Context: an optimization exercise on an open-source flow, tuned for small area. The choices shown serve that exercise and are no tape-out recipe. The RTL was checked by simulation tests, not by an equivalence proof against the original design. Power is estimated from default activity; no workload was simulated.

==> run C: inputs <==
Design pixel_frame_loader, start of the top module:
module pixel_frame_loader #(
  parameter int NUM_PIXELS = 208,
  parameter int PIX_W      = 8,
  parameter int ERR_W      = 8
) (
  input  logic                        clk,
  input  logic                        rst,
  input  logic [PIX_W-1:0]            pix_data,
  input  logic                        pix_valid,
  input  logic                        pix_sof,
  output logic                        pix_ready,
  output logic                        nn_start,
  input  logic                        nn_done,
  output logic [NUM_PIXELS*PIX_W-1:0] frame_pixels,
  output logic                        busy,
  output logic                        sync_err,
  output logic [ERR_W-1:0]            err_count
);
==> module pixel_frame_loader, before the edit <==
module pixel_frame_loader #(
  parameter int NUM_PIXELS = 208,
  parameter int PIX_W      = 8,
  parameter int ERR_W      = 8
) (
  input  logic                        clk,
  input  logic                        rst,
  input  logic [PIX_W-1:0]            pix_data,
  input  logic                        pix_valid,
  input  logic                        pix_sof,
  output logic                        pix_ready,
  output logic                        nn_start,
  input  logic                        nn_done,
  output logic [NUM_PIXELS*PIX_W-1:0] frame_pixels,
  output logic                        busy,
  output logic                        sync_err,
  output logic [ERR_W-1:0]            err_count
);
  localparam int IDX_W = $clog2(NUM_PIXELS);
  localparam logic [IDX_W-1:0] LAST = IDX_W'(NUM_PIXELS - 1);
  typedef enum logic [1:0] {
    L_IDLE,
    L_RUN,
    L_DRAIN
  } l_state_t;
  l_state_t         state, state_nxt;
  logic             show_full;    
  logic             fill_full;    
  logic [IDX_W-1:0] wr_idx;
  logic             xfer, we, fill, err, rel, copy;
  logic [NUM_PIXELS*PIX_W-1:0] fill_q;
  logic [NUM_PIXELS*PIX_W-1:0] show_q;
  assign pix_ready = rst & ~(show_full & fill_full);
  assign xfer      = pix_valid & pix_ready;
  assign err       = xfer & (pix_sof ? (wr_idx != '0) : (wr_idx == '0));
  assign we        = xfer & (pix_sof | (wr_idx != '0));
  assign fill      = xfer & ~pix_sof & (wr_idx == LAST);
  assign copy      = fill_full & ~show_full;
  assign nn_start  = (state == L_RUN);
  assign busy      = (state != L_IDLE);
  always_comb begin
    state_nxt = state;
    rel       = 1'b0;
    unique case (state)
      L_IDLE:
        if ((show_full | fill_full) && !nn_done)
          state_nxt = L_RUN;
      L_RUN:
        if (nn_done)
          state_nxt = L_DRAIN;
      L_DRAIN:
        if (!nn_done) begin
          state_nxt = L_IDLE;
          rel       = 1'b1;
        end
      default:
        state_nxt = L_IDLE;
    endcase
  end
  always_ff @(posedge clk) begin
    if (!rst) begin
      state     <= L_IDLE;
      show_full <= 1'b0;
      fill_full <= 1'b0;
    end else begin
      state <= state_nxt;
      if (copy)
        show_full <= 1'b1;
      else if (rel)
        show_full <= 1'b0;
      if (fill)
        fill_full <= 1'b1;
      else if (copy)
        fill_full <= 1'b0;
    end
  end
  always_ff @(posedge clk) begin
    if (!rst) begin
      wr_idx    <= '0;
      sync_err  <= 1'b0;
      err_count <= '0;
    end else begin
      sync_err <= err;
      if (err && (err_count != '1))
        err_count <= err_count + 1'b1;
      if (xfer) begin
        if (pix_sof)
          wr_idx <= IDX_W'(1);
        else if (fill)
          wr_idx <= '0;
        else if (wr_idx != '0)
          wr_idx <= wr_idx + 1'b1;
      end
    end
  end
  always_ff @(posedge clk) begin
    if (we)
      fill_q <= {pix_data, fill_q[NUM_PIXELS*PIX_W-1:PIX_W]};
  end
  always_ff @(posedge clk) begin
    if (copy)
      show_q <= fill_q;
  end
  assign frame_pixels = show_q;
endmodule
Settings: LEC_CHECK=0, CAP_MARGIN=20, CORE_MARGIN=2, CORE_UTILIZATION=40, CTS_CLUSTER_DIAMETER=100, CTS_CLUSTER_SIZE=30, SLEW_MARGIN=20; clock period 10.0 ns.
standard.sh (not shown) runs the stock make flow with config.mk's settings and CLKGATE_MAP_FILE= SYNTH_SCRIPT=/design/flow/synth_recipe.tcl, a recipe that flattens the netlist after the stock synthesis.
==> flow/flow/run.sh <==
#!/bin/bash
set -euo pipefail
export BUFFER_PORTS_ARGS="-buffer_cell sky130_fd_sc_hd__buf_1"
bash standard.sh "BUFFER_PORTS_ARGS=-buffer_cell sky130_fd_sc_hd__buf_1" finish > standard_flow.log 2>&1
==> run R (differences from run C) <==
--- a/flow/config.mk
+++ b/flow/config.mk
@@ -8,6 +8,6 @@
 export CAP_MARGIN = 20
 export CORE_MARGIN = 2
-export CORE_UTILIZATION = 40
-export CTS_CLUSTER_DIAMETER = 100
-export CTS_CLUSTER_SIZE = 30
+export CORE_UTILIZATION = 60
+export CTS_CLUSTER_DIAMETER = 60
+export CTS_CLUSTER_SIZE = 24
 export SLEW_MARGIN = 20
==> run A (differences from run C) <==
--- a/flow/design.v
+++ b/flow/design.v
@@ -94,11 +94,8 @@
     end
   end
+  localparam int NB = NUM_PIXELS * PIX_W;
   always_ff @(posedge clk) begin
-    if (we)
-      fill_q <= {pix_data, fill_q[NUM_PIXELS*PIX_W-1:PIX_W]};
-  end
-  always_ff @(posedge clk) begin
-    if (copy)
-      show_q <= fill_q;
+    fill_q <= ({NB{we}} & {pix_data, fill_q[NB-1:PIX_W]}) | ({NB{~we}} & fill_q);
+    show_q <= ({NB{copy}} & fill_q) | ({NB{show_full}} & show_q);
   end
   assign frame_pixels = show_q;
==> run notes <==
- Run A ran to the end with no violations. Run R failed in I/O pin placement on PPL-0024. Run C finished clean.
- Of run C and run A, run C has the higher utilization (gap 0.51 points).
- Worst setup slack: run A is lower than run C (0.45 ns).
- Against run C, the non-clock buffer count of run A is higher by 6.
- Of run A and run C, run C has the higher register-to-register slack (gap 1.0 ns).
- Against run C, the sequential share of layout area of run A is lower by 13 points.
- Between run C and run A, the lower clock skew is in run C (gap 0.016 ns).
- Flip-flop and latch count is the same in run A and run C.
- Of run C and run A, run C has the higher die area (gap 0.55%, measured against run A).
- Of run C and run A, run A has the higher global-route usage (gap 4.8 points).
==> figures <==
Number of top-level pins: run C 1689; run R -; run A 1689
Clock Pin Slew Worst Setup and Hold Paths: run C 0.11 ns; run R -; run A 0.11 ns
Sum Neg Setup Slack: run C 0 ns; run R -; run A 0 ns
Global placer's final weighted congestion: run C 0.874; run R -; run A 0.879
Total power after layout: run C 22000 uW; run R -; run A 21500 uW
Cell area after synthesis: run C 101000 um^2; run R 101000 um^2; run A 101000 um^2
Number of buffer and inverter stages on the critical path: run C 3; run R -; run A 3
Arrival time worst endpoint: run C 3.30 ns; run R -; run A 3.76 ns
Initial Utilization: run C 40.2%; run R 60.4%; run A 40.1%
Sequential share of power: run C 69.7%; run R -; run A 67.2%
Port-buffer cells: run C 1688; run R -; run A 1688
Routed met2 length: run C 122000 um; run R -; run A 140000 um
Data required time of the worst path: run C 8.00 ns; run R -; run A 8.00 ns
Status: run C timing/DRC/antenna clean; run R stopped before the end; run A timing/DRC/antenna clean
Last stage reached: run C -; run R I/O pin placement; run A -
Finish-stage setup viols: run C 0; run R -; run A 0
Yosys cell types: run C 39; run R 39; run A 44
TritonCTS buffer count: run C 133; run R -; run A 132
Count of flip-flops and latches: run C 3349; run R -; run A 3349
Die area: run C 257000 um^2; run R -; run A 255000 um^2
Multi-input combinational area share: run C 0.607%; run R -; run A 13.4%

-- port drivers added, routing unchanged --
No port has a modelled driver above. Below, the same layouts with a new extraction and two added sets of constraints. Step 1 (the two cells are an assumption about what drives the block):
set clk [get_ports {clk}]
set_driving_cell -lib_cell sky130_fd_sc_hd__clkbuf_16 $clk
set_driving_cell -lib_cell sky130_fd_sc_hd__buf_2 [delete_from_list [all_inputs] $clk]
Step 2 times the ports against the registers' clock, not the clock port: input delays grow and output delays shrink by t, the midpoint of the rising clock arrivals with the driver on. a / b / c = ideal / step 1 / step 2; a / b = the first two.
| run | shift t [ns] | slack for setup (ns) | worst setup path at the end | pins driven straight from the clock port |
|---|---|---|---|---|
| run C | 0.912 | 4.697 / 4.600 / 4.394 | input to register | 1 |
| run A | 0.922 | 4.244 / 4.057 / 4.057 | input to output | 1 |
After both steps setup and hold are still met in every run listed. The setup slack of run C, which loses most, moves by -0.097 ns with the drivers and by -0.303 ns with both steps.
